This is an optimization exercise on Yosys and OpenROAD, whose aim is small area, a short achievable clock period and few clock cycles per item, not a production implementation.
The RTL was checked by simulation tests, not by an equivalence proof against the original design.
No activity file was given, so power comes from the tool's default toggle rates.

`design/flow/design.v`:
```
`timescale 1ns/1ps
`default_nettype none
package ex_pkg;
    localparam int XLEN       = 64;  
    localparam int REG_ADDR_W = 5;
    typedef enum logic [4:0] {
        ALU_ADD,
        ALU_SUB,
        ALU_AND,
        ALU_OR,
        ALU_XOR,
        ALU_SLT,
        ALU_SLTU,
        ALU_SLL,
        ALU_SRL,
        ALU_SRA,
        ALU_ADDW,
        ALU_SUBW,
        ALU_BEQ,
        ALU_BNE,
        ALU_BLT,
        ALU_BGE,
        ALU_BLTU,
        ALU_BGEU,
        ALU_JAL,
        ALU_JALR,
        ALU_DIV,
        ALU_DIVU,
        ALU_REM,
        ALU_REMU
    } alu_op_e;
    function automatic is_div_op(input logic [4:0] op);
        is_div_op = op == ex_pkg::ALU_DIV || op == ex_pkg::ALU_DIVU || op == ex_pkg::ALU_REM || op == ex_pkg::ALU_REMU;
    endfunction
    function automatic is_branch_op(input logic [4:0] op);
        is_branch_op = op == ex_pkg::ALU_BEQ || op == ex_pkg::ALU_BNE || op == ex_pkg::ALU_BLT || op == ex_pkg::ALU_BGE ||
               op == ex_pkg::ALU_BLTU || op == ex_pkg::ALU_BGEU;
    endfunction
endpackage
`default_nettype wire
`timescale 1ns/1ps
`default_nettype none
module ex_alu (
    input  wire [4:0]                   op_i,
    input  wire [ex_pkg::XLEN-1:0]      pc_i,
    input  wire [ex_pkg::XLEN-1:0]      op1_i,
    input  wire [ex_pkg::XLEN-1:0]      op2_i,
    input  wire [ex_pkg::XLEN-1:0]      imm_i,
    output logic [ex_pkg::XLEN-1:0]     wdata_o,
    output logic                        jump_o,
    output logic [ex_pkg::XLEN-1:0]     jump_addr_o
);
    localparam int XLEN = ex_pkg::XLEN;
    logic [XLEN-1:0]    pc_plus4;
    logic [XLEN-1:0]    pc_imm;
    logic [XLEN-1:0]    jalr_sum;
    logic [31:0]        sum_w;
    logic [31:0]        diff_w;
    logic [5:0]         shamt;
    logic               eq;
    logic               lt_s;
    logic               lt_u;
    logic               taken;
    assign pc_plus4 = pc_i + XLEN'(4);
    assign pc_imm   = pc_i + imm_i;
    assign jalr_sum = op1_i + imm_i;
    assign sum_w    = op1_i[31:0] + op2_i[31:0];
    assign diff_w   = op1_i[31:0] - op2_i[31:0];
    assign shamt    = op2_i[5:0];
    assign eq       = op1_i == op2_i;
    assign lt_s     = $signed(op1_i) < $signed(op2_i);
    assign lt_u     = op1_i < op2_i;
    always_comb begin
        wdata_o     = '0;
        jump_o      = 1'b0;
        jump_addr_o = pc_plus4;
        taken       = 1'b0;
        case (op_i)
            ex_pkg::ALU_ADD:  wdata_o = op1_i + op2_i;
            ex_pkg::ALU_SUB:  wdata_o = op1_i - op2_i;
            ex_pkg::ALU_AND:  wdata_o = op1_i & op2_i;
            ex_pkg::ALU_OR:   wdata_o = op1_i | op2_i;
            ex_pkg::ALU_XOR:  wdata_o = op1_i ^ op2_i;
            ex_pkg::ALU_SLT:  wdata_o = {{(XLEN-1){1'b0}}, lt_s};
            ex_pkg::ALU_SLTU: wdata_o = {{(XLEN-1){1'b0}}, lt_u};
            ex_pkg::ALU_SLL:  wdata_o = op1_i << shamt;
            ex_pkg::ALU_SRL:  wdata_o = op1_i >> shamt;
            ex_pkg::ALU_SRA:  wdata_o = $signed(op1_i) >>> shamt;
            ex_pkg::ALU_ADDW: wdata_o = {{(XLEN-32){sum_w[31]}}, sum_w};   
            ex_pkg::ALU_SUBW: wdata_o = {{(XLEN-32){diff_w[31]}}, diff_w};
            ex_pkg::ALU_BEQ:  taken = eq;
            ex_pkg::ALU_BNE:  taken = !eq;
            ex_pkg::ALU_BLT:  taken = lt_s;
            ex_pkg::ALU_BGE:  taken = !lt_s;
            ex_pkg::ALU_BLTU: taken = lt_u;
            ex_pkg::ALU_BGEU: taken = !lt_u;
            ex_pkg::ALU_JAL: begin
                wdata_o     = pc_plus4;
                jump_o      = 1'b1;
                jump_addr_o = pc_imm;
            end
            ex_pkg::ALU_JALR: begin
                wdata_o     = pc_plus4;
                jump_o      = 1'b1;
                jump_addr_o = {jalr_sum[XLEN-1:1], 1'b0};   
            end
            default: wdata_o = '0;   
        endcase
        if (ex_pkg::is_branch_op(op_i)) begin
            jump_o      = taken;
            jump_addr_o = taken ? pc_imm : pc_plus4;
        end
    end
endmodule
`default_nettype wire
`timescale 1ns/1ps
`default_nettype none
module ex_divider (
    input  wire                         clk,
    input  wire                         rst_n_i,
    input  wire                         start_i,
    input  wire [4:0]                   op_i,
    input  wire [ex_pkg::XLEN-1:0]      op1_i,
    input  wire [ex_pkg::XLEN-1:0]      op2_i,
    output logic                        done_o,
    output logic [ex_pkg::XLEN-1:0]     result_o
);
    localparam int XLEN  = ex_pkg::XLEN;
    localparam int CNT_W = $clog2(XLEN);
    typedef enum logic [1:0] {
        IDLE,
        BUSY,
        DONE
    } div_state_e;
    div_state_e         state_q;
    logic [CNT_W-1:0]   cnt_q;
    logic [XLEN-1:0]    quo_q;
    logic [XLEN-1:0]    rem_q;
    logic [XLEN-1:0]    dvs_q;
    logic               neg_quo_q;
    logic               neg_rem_q;
    logic               want_rem_q;
    logic               zero_dvs_q;
    logic               is_signed;
    logic               op1_neg;
    logic               op2_neg;
    logic [XLEN-1:0]    op1_mag;
    logic [XLEN-1:0]    op2_mag;
    logic [XLEN:0]      shifted;
    logic               fits;
    logic [XLEN-1:0]    quo_fix;
    logic [XLEN-1:0]    rem_fix;
    assign is_signed = op_i == ex_pkg::ALU_DIV || op_i == ex_pkg::ALU_REM;
    assign op1_neg   = is_signed & op1_i[XLEN-1];
    assign op2_neg   = is_signed & op2_i[XLEN-1];
    assign op1_mag   = op1_neg ? -op1_i : op1_i;
    assign op2_mag   = op2_neg ? -op2_i : op2_i;
    assign shifted = {rem_q, quo_q[XLEN-1]};
    assign fits    = shifted >= {1'b0, dvs_q};
    always_ff @(posedge clk) begin
        if (!rst_n_i) begin
            state_q <= IDLE;
            cnt_q   <= '0;
        end else begin
            case (state_q)
                IDLE: begin
                    if (start_i) begin
                        state_q <= BUSY;
                        cnt_q   <= CNT_W'(XLEN - 1);
                    end
                end
                BUSY: begin
                    cnt_q <= cnt_q - 1'b1;
                    if (cnt_q == '0) begin
                        state_q <= DONE;
                    end
                end
                default: state_q <= IDLE;   
            endcase
        end
    end
    always_ff @(posedge clk) begin
        if (state_q == IDLE && start_i) begin
            quo_q      <= op1_mag;
            rem_q      <= '0;
            dvs_q      <= op2_mag;
            neg_quo_q  <= op1_neg ^ op2_neg;
            neg_rem_q  <= op1_neg;   
            want_rem_q <= op_i == ex_pkg::ALU_REM || op_i == ex_pkg::ALU_REMU;
            zero_dvs_q <= op2_i == '0;
        end else if (state_q == BUSY) begin
            quo_q <= {quo_q[XLEN-2:0], fits};
            rem_q <= fits ? shifted[XLEN-1:0] - dvs_q : shifted[XLEN-1:0];
        end
    end
    assign quo_fix  = zero_dvs_q ? '1 : (neg_quo_q ? -quo_q : quo_q);
    assign rem_fix  = neg_rem_q ? -rem_q : rem_q;
    assign result_o = want_rem_q ? rem_fix : quo_fix;
    assign done_o   = state_q == DONE;
endmodule
`default_nettype wire
`timescale 1ns/1ps
`default_nettype none
module ex_credit_counter #(
    parameter int RES_CREDITS = 2
) (
    input  wire     clk,
    input  wire     rst_n_i,
    input  wire     send_i,
    input  wire     credit_i,
    output logic    can_send_o
);
    localparam int                  CNT_W   = $clog2(RES_CREDITS + 1);
    localparam logic [CNT_W-1:0]    CNT_MAX = CNT_W'(RES_CREDITS);
    logic [CNT_W-1:0]   count_q;
    always_ff @(posedge clk) begin
        if (!rst_n_i) begin
            count_q <= CNT_MAX;
        end else if (send_i && !credit_i && count_q != '0) begin
            count_q <= count_q - 1'b1;
        end else if (credit_i && !send_i && count_q != CNT_MAX) begin
            count_q <= count_q + 1'b1;   
        end
    end
    assign can_send_o = count_q != '0;
endmodule
`default_nettype wire
`timescale 1ns/1ps
`default_nettype none
module ex_stage #(
    parameter int RES_CREDITS = 2
) (
    input  wire                                 clk,
    input  wire                                 rst_n_i,
    input  wire                                 in_valid_i,
    input  wire [4:0]                           in_op_i,
    input  wire [ex_pkg::XLEN-1:0]              in_pc_i,
    input  wire [ex_pkg::XLEN-1:0]              in_op1_i,
    input  wire [ex_pkg::XLEN-1:0]              in_op2_i,
    input  wire [ex_pkg::XLEN-1:0]              in_imm_i,
    input  wire [ex_pkg::REG_ADDR_W-1:0]        in_rd_i,
    input  wire                                 res_credit_i,
    output logic                                in_credit_o,
    output logic                                out_valid_o,
    output logic [ex_pkg::XLEN-1:0]             out_wdata_o,
    output logic [ex_pkg::REG_ADDR_W-1:0]       out_rd_o,
    output logic                                out_jump_o,
    output logic [ex_pkg::XLEN-1:0]             out_jump_addr_o
);
    localparam int XLEN = ex_pkg::XLEN;
    logic [4:0]                     op_q;
    logic [XLEN-1:0]                pc_q;
    logic [XLEN-1:0]                op1_q;
    logic [XLEN-1:0]                op2_q;
    logic [XLEN-1:0]                imm_q;
    logic                           alu_pend_q;
    logic                           div_start_q;
    logic                           res_valid_q;
    logic [ex_pkg::REG_ADDR_W-1:0]  rd_q;
    logic [XLEN-1:0]                res_wdata_q;
    logic [ex_pkg::REG_ADDR_W-1:0]  res_rd_q;
    logic                           res_jump_q;
    logic [XLEN-1:0]                res_jump_addr_q;
    logic [XLEN-1:0]                alu_wdata;
    logic                           alu_jump;
    logic [XLEN-1:0]                alu_jump_addr;
    logic                           div_done;
    logic [XLEN-1:0]                div_result;
    logic                           can_send;
    logic                           capture;
    logic                           send;
    ex_alu u_alu (
        .op_i        (op_q),
        .pc_i        (pc_q),
        .op1_i       (op1_q),
        .op2_i       (op2_q),
        .imm_i       (imm_q),
        .wdata_o     (alu_wdata),
        .jump_o      (alu_jump),
        .jump_addr_o (alu_jump_addr)
    );
    ex_divider u_divider (
        .clk      (clk),
        .rst_n_i  (rst_n_i),
        .start_i  (div_start_q),
        .op_i     (op_q),
        .op1_i    (op1_q),
        .op2_i    (op2_q),
        .done_o   (div_done),
        .result_o (div_result)
    );
    ex_credit_counter #(
        .RES_CREDITS (RES_CREDITS)
    ) u_credit (
        .clk        (clk),
        .rst_n_i    (rst_n_i),
        .send_i     (send),
        .credit_i   (res_credit_i),
        .can_send_o (can_send)
    );
    always_ff @(posedge clk) begin
        if (in_valid_i) begin
            op_q       <= in_op_i;
            pc_q       <= in_pc_i;
            op1_q      <= in_op1_i;
            op2_q      <= in_op2_i;
            imm_q      <= in_imm_i;
            rd_q       <= in_rd_i;
        end
    end
    always_ff @(posedge clk) begin
        if (!rst_n_i) begin
            alu_pend_q  <= 1'b0;
            div_start_q <= 1'b0;
            res_valid_q <= 1'b0;
        end else begin
            alu_pend_q  <= in_valid_i & !ex_pkg::is_div_op(in_op_i);
            div_start_q <= in_valid_i & ex_pkg::is_div_op(in_op_i);   
            if (capture) begin
                res_valid_q <= 1'b1;
            end else if (send) begin
                res_valid_q <= 1'b0;
            end
        end
    end
    assign capture = alu_pend_q | div_done;
    always_ff @(posedge clk) begin
        if (capture) begin
            res_wdata_q     <= div_done ? div_result : alu_wdata;
            res_rd_q        <= rd_q;
            res_jump_q      <= alu_jump;
            res_jump_addr_q <= alu_jump_addr;
        end
    end
    assign send            = res_valid_q & can_send;
    assign out_valid_o     = send;
    assign in_credit_o     = send;   
    assign out_wdata_o     = res_wdata_q;
    assign out_rd_o        = res_rd_q;
    assign out_jump_o      = res_jump_q;
    assign out_jump_addr_o = res_jump_addr_q;
endmodule
`default_nettype wire
```
`design/flow/run.sh`:
```
#!/bin/bash
# synth_recipe.tcl (not shown) runs the flow's synth.tcl, then flattens the netlist and writes it again
# the make line also repeats each setting of config.mk as NAME=value (left out here)
make -C /OpenROAD-flow-scripts/flow DESIGN_CONFIG=/design/flow/config.mk WORK_HOME=/design/flow/orfs CLKGATE_MAP_FILE= SYNTH_SCRIPT=/design/flow/synth_recipe.tcl finish
```
`design/flow/config.mk`:
```
export PLATFORM = sky130hd
export DESIGN_NAME = ex_stage
export DESIGN_NICKNAME = ex_stage
export VERILOG_FILES = /design/flow/design.v
export SDC_FILE = /design/flow/constraint.sdc
export NUM_CORES = 4
export LEC_CHECK = 0
export CAP_MARGIN = 40
export CORE_MARGIN = 2
export CORE_UTILIZATION = 40
export SETUP_SLACK_MARGIN = 0.1
export SLEW_MARGIN = 20
```
`design/flow/constraint.sdc`:
```
create_clock -name core_clock -period 6.5 [get_ports {clk}]
set_input_delay 1.3000 -clock core_clock [delete_from_list [all_inputs] [get_ports {clk}]]
set_output_delay 1.3000 -clock core_clock [all_outputs]
set_load 0.01 [all_outputs]
```
==> notes.md <==
[metrics by stage]
stage | instance area (um2) | utilization (%)
floorplan | 59400 | -
global placement | 66200 | 44.8
detailed placement | 66400 | 45.0
CTS | 69200 | 46.8
global route | 69300 | 47.0
finish | 69300 | 47.0
[critical path, delay by kind of cell, from the launching register on]
kind / cells / cell delay, ns
buffers and inverters: 2 / 0.43
flip-flops: 1 / 0.59
adder cells (fa/ha/maj): 1 / 0.45
XOR/XNOR: 1 / 0.10
AND/OR/NAND/NOR: 1 / 0.61
AO/OA/AOI/OAI: 9 / 3.73
[state kept, by name, indices dropped and copies added, names as in the netlist, 6 cells and up]
name and count:
imm_q 64, op1_q 64, op2_q 64, pc_q 64, res_jump_addr_q 64, res_wdata_q 64
u_divider.dvs_q 64, u_divider.quo_q 64, u_divider.rem_q 64, u_divider.cnt_q 6
[cells by family (layout without fill, tap and decap cells)]
| logic type | count (synthesis) | in the layout | synth area share (%) |
|---|---|---|---|
| XOR/XNOR | 508 | 508 | 7.49 |
| multiplexers | 287 | 287 | 6.40 |
| buffers and inverters | 782 | 1140 | 4.96 |
| flip-flops | 609 | 609 | 29.5 |
| adder cells (fa/ha/maj) | 411 | 411 | 8.71 |
| AND/OR/NAND/NOR | 2043 | 2043 | 15.9 |
| other | 0 | 2 | 0 |
| AO/OA/AOI/OAI | 2514 | 2514 | 27.1 |
[cell type report]
class | instances | area, um2
sequential | 609 | 17500
timing repair buffer | 676 | 6270
clock inverter | 39 | 528
inverter | 319 | 1200
multi-input combinational | 5763 | 39200
tap | 1930 | 2410
fill | 14600 | 78300
clock buffer | 106 | 2220
antenna | 2 | 5.00
[cell usage after synthesis, types with 32 or more instances]
cell type,n,area [um2]
o221ai_1,72,631
xor2_1,187,1640
a21oi_1,646,3230
nor4_1,50,313
ha_1,406,5080
buf_1,55,206
inv_1,308,1160
a22oi_1,62,465
a31oi_1,77,482
nor3_1,139,696
nor2b_1,46,288
a221oi_1,72,631
nand3_1,131,656
or4_1,43,323
o22ai_1,63,394
nand2_1,612,2300
xnor2_1,321,2810
o21a_1,34,255
nand4_1,88,551
dfxtp_1,77,1540
and3_1,58,363
a21o_1,157,1180
nor2_1,650,2440
and2_1,33,206
a221o_1,51,510
o21ai_0,687,3440
mux2_2,35,394
mux2i_1,181,1810
or3_1,58,363
o21bai_1,69,518
o211ai_1,63,473
nand2b_1,60,375
edfxtp_1,532,16000
mux4_2,71,1600
clkbuf_1,398,1490
o41ai_1,32,280
a211oi_1,95,713
o31ai_1,83,623
[metal layers]
metal  part of all wire [%]  track usage, %  wire (um)  up-vias
met3                     11            10.1      33000      590
met2                     42            57.9     129000     3633
met4                    5.6            19.0      17100       10
met1                     41            51.6     125000    30000
li1                       -               -          -    27400
met5                  0.023               0         69        -
[layout by cell type (no fill, tap or decap), types with 43 or more instances in the layout]
| cell | n |
|---|---|
| or4_1 | 43 |
| a22oi_1 | 62 |
| a21o_1 | 157 |
| a21oi_1 | 643 |
| buf_4 | 227 |
| ha_1 | 406 |
| clkbuf_16 | 83 |
| nand3_1 | 130 |
| o22ai_1 | 63 |
| nor4_1 | 49 |
| nor3_1 | 134 |
| a221o_1 | 51 |
| edfxtp_1 | 532 |
| inv_1 | 305 |
| nor2b_1 | 45 |
| nand4_1 | 88 |
| o21ai_0 | 686 |
| o31ai_1 | 82 |
| a211oi_1 | 95 |
| xnor2_1 | 321 |
| clkdlybuf4s50_1 | 404 |
| mux2i_1 | 181 |
| dfxtp_1 | 77 |
| nand2b_1 | 58 |
| o21bai_1 | 69 |
| o221ai_1 | 71 |
| and3_1 | 56 |
| nand2_1 | 609 |
| o211ai_1 | 63 |
| a31oi_1 | 77 |
| nor2_1 | 644 |
| xor2_1 | 187 |
| mux4_2 | 71 |
| or3_1 | 58 |
| a221oi_1 | 72 |
[timing repair]
action	4_1_cts	5_1_grt
endpoints found under the setup margin	0	3
endpoints found under the hold margin	0	0
buffers inserted	0	3
[report_power, final]
part / total, mW / leakage (nW) / switching (mW) / internal [mW]
logic: 6.64 / 20.2 / 4.29 / 2.34
registers: 4.92 / 5.70 / 0.350 / 4.57
clock network: 4.77 / 1.33 / 1.95 / 2.82
total: 16.3 / 27.2 / 6.59 / 9.73
[path summary, 6_finish.rpt]
kind,from,endpoint,slack (ns),cells after the start
max reg2reg,op1_q[8],res_wdata_q[57],0.29,14
max,op1_q[8],res_wdata_q[57],0.29,14
min,rd_q[3],res_rd_q[3],0.42,0
min reg2reg,rd_q[3],res_rd_q[3],0.42,0
==> flow_summary.yaml <==
status:
  outcome: "finished clean"
final_layout:
  drive_gt1_share_pct: 8.01
  area_delta_synth_final_pct: 16.6
  instances_no_fill: 9444
  fin_nets: 8130
floorplan:
  io_pins: 406
  die_area_um2: 152000
  start_util_pct: 40.3
  dieWidth_um: 389
  coreArea_um2: 148000
  die_y_um: 389
  rows: 141
detailed_routing:
  drt-vias-per-instance: 6.52
  routedWlPerCell_um: 32.2
  drtPass1Iterations: 6
  vias: 61600
  post-route-drc-count: 0
  final_antenna_net_count: 0
  drtIter0Drc: 8055
  drt-total-wl_um: 304000
cts:
  cts.sinks: 609
  ctsResizeCount: 0
  cts_buffer_depth: 3
  root_buffer: "clkbuf_16"
  cts_buffers: 80
  cts_hold_buffers: 0
  clk_pin_slew_worst_paths_ns: 0.06
  tritoncts: "built"
  clk-insertion-delay-late_ns: 0.74
  cts_max_level: 3
setup_path:
  crit_path_frequent_cell: "o21ai_0"
  critPathRequiredTime_ns: 6.95
  cp_slowest_cell: "o21ai_0"
  cp-end-kind: "register"
  critPathLaunchType: "register"
  crit_fanout: 9
  crit_arrival_ns: 6.65
  critPathKind: "register to register"
  max_stage_delay_ns: 0.70
  crit_chain: "inv_1 -> ha_1 -> or4_1 -> a2111oi_0 -> o31ai_1 -> o211ai_1 -> a21oi_1 -> o21ai_0 -> a211oi_1 -> o21ai_0 -> xnor2_1 -> a2111oi_0 -> buf_1 -> o21ai_0"
synthesis:
  synth.net_count: 7835
  ys_seq_elements: 609
  syn_area_um2: 59400
  ys_seq_area_share_pct: 29.5
  syn-mean-instance-area_um2: 8.31
  synth_ff_type: "edfxtp_1"
  synth_cells: 7154
  ys_async_sr_fraction_pct: 0
  synth_cell_types: 90
  synth_edf_count: 532
  ys_warn_count: 4
timing:
  slew_headroom_pct: 22.9
  whs_ns: 0.419
  worstMarginPinSlew_ns: 1.16
  min_period_over_period_pct: 95.5
  finalClockSkew_ns: 0.0310
  layout_setup_ws_ns: 0.294
  setup_violations: 0
  finalHoldViolations: 0
  finalCriticalPeriod_ns: 6.21
  fmax_mhz: 161
  rsz0062_at_grt: "no"
  maxSlewViolCount: 0
  fin_setup_tns_ns: 0
grt:
  grt_antenna_before_repair: 17
  grtUsageTotal_pct: 38.7
  grt_pass1_wl_um: 426000
  grt_pass1_vias: 58300
  grt-ovfl-total: 0
  grt_start_max_net_pins: 152
pwr:
  irDropWorstVdd_mv: 0.190
  power_density_nw_per_um2: 235
  totalPowerFinal_mw: 16.3
  power_leakage_nw: 27.2
placement:
  place_congestion: 1.03
  numPortBuffers: 405
  dp_slack_ns: 0.350
  dp.final_hpwl_um: 242000
  dp_cells: 9278
job:
  max_cap_violations: 0
min_path:
  worstHoldPathType: "register to register"
Testbench counts, summed over its fixed seeds: cycles 20,780, items 3,200.

-- re-timing with driven ports --
In the flow no input, the clock included, has a driving cell. The finished layout below was timed again as built, in two steps.
Step 1: set_driving_cell puts a clkbuf_16 on clk and a buf_2 on each other input, an assumption about the parent block.
Step 2 also shifts input and output timing later by t, the mid clock arrival at the registers, as if the neighbouring blocks saw the same clock.
a / b / c = no drivers / after step 1 / after step 2; a / b = the first two.
t (ns): 0.804
setup WS [ns]: 0.294 / 0.294 / 0.294
latest minus earliest clock arrival (ns): 0.032 / 0.032
worst register clock-pin slew, ns: 0.07 / 0.07
After both steps this run still meets setup and hold. The setup slack of this run moves by 0.000 ns with the drivers and by 0.000 ns with both steps.
